From an optimization exercise on the open Yosys and OpenROAD flow, aimed at small area; shortcuts taken in it are not production practice. At most, simulation tests tie the RTL to the original design; equivalence was not proved. Power figures rest on the tool's default switching activity, not on a simulated workload.

main:
==> flow/design.v (excerpt) <==
module xmodem_checksum_receiver
#(
   parameter int unsigned FLASH_BLOCK_BYTES = 1024
) (
   input  logic        clock,
   input  logic        reset,
   input  logic        req_tvalid,
   output logic        req_tready,
   input  logic [15:0] req_tdata,
   input  logic [1:0]  req_tuser,
   output logic        rsp_tvalid,
   input  logic        rsp_tready,
   output logic [47:0] rsp_tdata,
   output logic [3:0]  rsp_tuser,
   output logic        rsp_tlast,
   input  logic        csr_psel,
   input  logic        csr_penable,
   input  logic        csr_pwrite,
   input  logic [3:0]  csr_paddr,
   input  logic [31:0] csr_pwdata,
   output logic [31:0] csr_prdata,
   output logic        csr_pready
);
Size in the first run: ~1100 cells after synthesis, ~150 I/O pins, ~10000 um2 of cells after synthesis.
clock: 7.0 ns
lec_check: 0
cap_margin: 20
core_margin: 2
core_utilization: 40
cts_buf_list: sky130_fd_sc_hd__clkbuf_16 sky130_fd_sc_hd__clkbuf_8
cts_cluster_diameter: 200
cts_cluster_size: 60
slew_margin: 20
run.sh (not shown) runs the stock make flow with config.mk's settings and CLKGATE_MAP_FILE= SYNTH_SCRIPT=/design/flow/synth_recipe.tcl, a recipe that flattens the netlist after the stock synthesis.
The final layout from main, which completed every stage, passed the timing, design-rule and antenna checks at the end of the flow.
Input-level comparison between the feature branch and main:
Settings: CTS_CLUSTER_DIAMETER: 200 -> 100; CTS_CLUSTER_SIZE: 60 -> 30; CTS_BUF_LIST: sky130_fd_sc_hd__clkbuf_16 sky130_fd_sc_hd__clkbuf_8 -> sky130_fd_sc_hd__clkbuf_8.
- Number of hold-repair buffers added at the cts stage: the feature branch vs main — no meaningful difference
- Higher number of filler instances in the final layout was reported by the feature branch, not main.
- main → the feature branch: smallest hold slack now sits higher; area after synthesis now sits at about the same level.
- From the feature branch to main, number of instances in the synthesized netlist did not move at all.
- On the feature branch: clock transition at the register clock pins on the worst setup and hold paths after CTS is 30 ps higher than what main gave.
No run of this note included a check of the RTL's function; only the layout flow was run.

========
xmodem_checksum_receiver, a different RTL version from the one above (not shown whole).
==> flow/config.mk <==
export PLATFORM = sky130hd
export DESIGN_NAME = xmodem_checksum_receiver
export DESIGN_NICKNAME = xmodem_checksum_receiver
export VERILOG_FILES = /design/flow/design.v
export SDC_FILE = /design/flow/constraint.sdc
export NUM_CORES = 4
export LEC_CHECK = 0
export CAP_MARGIN = 20
export CORE_MARGIN = 2
export CORE_UTILIZATION = 40
export SLEW_MARGIN = 20
==> flow/constraint.sdc <==
create_clock -name core_clock -period 7.0 [get_ports {clock}]
set_input_delay 1.4000 -clock core_clock [delete_from_list [all_inputs] [get_ports {clock}]]
set_output_delay 1.4000 -clock core_clock [all_outputs]
set_load 0.01 [all_outputs]
standard.sh (not shown) runs the stock make flow with config.mk's settings and CLKGATE_MAP_FILE= SYNTH_SCRIPT=/design/flow/synth_recipe.tcl, a recipe that flattens the netlist after the stock synthesis.
==> flow/flow/run.sh <==
#!/bin/bash
# Own flow: the standard layout (standard.sh) with an area-oriented ABC
# mapping in synthesis and a clock tree built from clkbuf_8 without dummy
# loads. Each tool's output goes to standard.log in the work folder.
set -euo pipefail
W=$(pwd)
export MY_ABC_SCRIPT=$W/flow/area.abc
CTS="-sink_clustering_enable -repair_clock_nets -sink_clustering_size 30 -sink_clustering_max_diameter 100 -buf_list sky130_fd_sc_hd__clkbuf_8 -dont_use_dummy_load"
bash standard.sh SYNTH_SCRIPT=$W/flow/synth.tcl "CTS_ARGS=$CTS" finish > $W/standard.log 2>&1
==> flow/flow/area.abc <==
strash
dch -f
amap
==> flow/flow/synth.tcl <==
# The standard synthesis script (synth_recipe.tcl), with one change: the
# ABC call that maps the combinational logic uses the script named by
# MY_ABC_SCRIPT (area-oriented mapping). Everything before ABC, including
# flip-flop mapping and naming, is the standard synthesis.
proc synth {args} { yosys synth -nofsm -noshare {*}$args }
proc abc {args} {
  set i [lsearch -exact $args -script]
  if {$i >= 0 && [info exists ::env(MY_ABC_SCRIPT)]} {
    lset args [expr {$i + 1}] $::env(MY_ABC_SCRIPT)
  }
  yosys abc {*}$args
}
source $::env(SCRIPTS_DIR)/synth.tcl
# left out here: clear keep_hierarchy, flatten, clean up, hide names made inside functions, write 1_2_yosys.v
The baseline went through all stages and came out clean.
Edit:
==> flow/run.sh (new file) <==
#!/bin/bash
# synth_recipe.tcl (not shown) runs the flow's synth.tcl, then flattens the netlist and writes it again
# the make line also repeats each setting of config.mk as NAME=value (left out here)
make -C /OpenROAD-flow-scripts/flow DESIGN_CONFIG=/design/flow/config.mk WORK_HOME=/design/flow/orfs CLKGATE_MAP_FILE= SYNTH_SCRIPT=/design/flow/synth_recipe.tcl finish
- CTS_BUF_LIST: default -> sky130_fd_sc_hd__clkbuf_8
- CTS_CLUSTER_DIAMETER: default -> 100
- CTS_CLUSTER_SIZE: default -> 30
removed: flow/flow/run.sh
removed: flow/flow/area.abc
removed: flow/flow/synth.tcl
removed: flow/standard.sh
After rerunning: Area after synthesis went up by 8.7%. Worst setup slack improved by 1.1 ns. Critical path depth fell by 41. Clock power goes up by 38%. Sequential power barely changes. Combinational power increases by 8.7%.
No run of this note included a check of the RTL's function; only the layout flow was run.

========
Setup of before:
xmodem_checksum_receiver, a different RTL version from the one above (not shown whole).
For scale: roughly 930 cells after synthesis, ~150 I/O pins.
export LEC_CHECK = 0
export CAP_MARGIN = 20
export CORE_MARGIN = 2
export CORE_UTILIZATION = 40
export SLEW_MARGIN = 20
create_clock -name core_clock -period 7.0 [get_ports {clock}]
==> flow/flow/run.sh <==
#!/bin/bash
# Own flow: the standard layout (standard.sh) with an area-oriented ABC
# mapping in synthesis and a clock tree built from clkbuf_8 without dummy
# loads. Each tool's output goes to standard.log in the work folder.
set -euo pipefail
W=$(pwd)
export MY_ABC_SCRIPT=$W/flow/area.abc
CTS="-sink_clustering_enable -repair_clock_nets -sink_clustering_size 30 -sink_clustering_max_diameter 100 -buf_list sky130_fd_sc_hd__clkbuf_8 -dont_use_dummy_load"
bash standard.sh SYNTH_SCRIPT=$W/flow/synth.tcl "CTS_ARGS=$CTS" finish > $W/standard.log 2>&1
==> flow/flow/area.abc <==
strash
dch -f
amap
==> flow/flow/synth.tcl <==
# The standard synthesis script (synth_recipe.tcl), with one change: the
# ABC call that maps the combinational logic uses the script named by
# MY_ABC_SCRIPT (area-oriented mapping). Everything before ABC, including
# flip-flop mapping and naming, is the standard synthesis.
proc synth {args} { yosys synth -nofsm -noshare {*}$args }
proc abc {args} {
  set i [lsearch -exact $args -script]
  if {$i >= 0 && [info exists ::env(MY_ABC_SCRIPT)]} {
    lset args [expr {$i + 1}] $::env(MY_ABC_SCRIPT)
  }
  yosys abc {*}$args
}
source $::env(SCRIPTS_DIR)/synth.tcl
# left out here: clear keep_hierarchy, flatten, clean up, hide names made inside functions, write 1_2_yosys.v
Input changes introduced in after (baseline for comparison: before):
==> flow/flow/run.sh <==
#!/bin/bash
# Own flow: the standard layout (standard.sh) with
#  - an area-oriented ABC mapping in synthesis (flow/synth.tcl, flow/area.abc);
#  - the smallest buffer cell (buf_1) as the port buffer of every input and
#    output port;
#  - one tie cell per constant value instead of one per constant output;
#  - a clock tree built from clkbuf_8 without dummy loads.
# make's output goes to standard.log in the work folder; ORFS keeps each
# step's full log under orfs/logs/.
set -euo pipefail
W=$(pwd)
export MY_ABC_SCRIPT=$W/flow/area.abc
CTS="-sink_clustering_enable -repair_clock_nets -sink_clustering_size 30 -sink_clustering_max_diameter 100 -buf_list sky130_fd_sc_hd__clkbuf_8 -dont_use_dummy_load"
bash standard.sh SYNTH_SCRIPT=$W/flow/synth.tcl "CTS_ARGS=$CTS" \
  "BUFFER_PORTS_ARGS=-buffer_cell sky130_fd_sc_hd__buf_1" SKIP_REPAIR_TIE_FANOUT=1 finish > $W/standard.log 2>&1
[summary]
- For the power, after came in 4.6% lower than before did.
- On site row count, after and before are basically level.
- When after is set beside before, its ratio of cells with drive above 1 in the final layout turns out to be 0.46 points larger.

static timing again, ports no longer ideal:
Ports are ideal in the flow. The routed layouts listed here were re-timed in OpenROAD.
Step 1 assumes that a clkbuf_16 drives the clock port and a buf_2 every other input.
Step 2 adds t to the input delays and takes it off the output delays; t is the mean of the earliest and latest rising clock arrival at the registers after step 1. Input paths then give back, and output paths get back, about the clock's delay inside the block.
a / b / c = ideal / step 1 / step 2; a / b = the first two.
run | t, ns | slack for setup (ns) | worst setup path after step 2
main | 0.473 | 1.840 / 1.814 / 1.814 | input to output
the feature branch | 0.498 | 1.848 / 1.822 / 1.822 | input to output
the first run of note 2 | 0.479 | 0.881 / 0.881 / 0.881 | register to register
the second run of note 2 | 0.493 | 2.005 / 1.983 / 1.550 | input to register
before | 0.484 | 0.854 / 0.854 / 0.854 | register to register
after | 0.478 | 0.909 / 0.909 / 0.909 | register to register
After both steps every run listed still meets setup and hold. For the second run of note 2, which loses most, drivers alone change the setup slack by -0.022 ns; drivers and shift together by -0.455 ns.
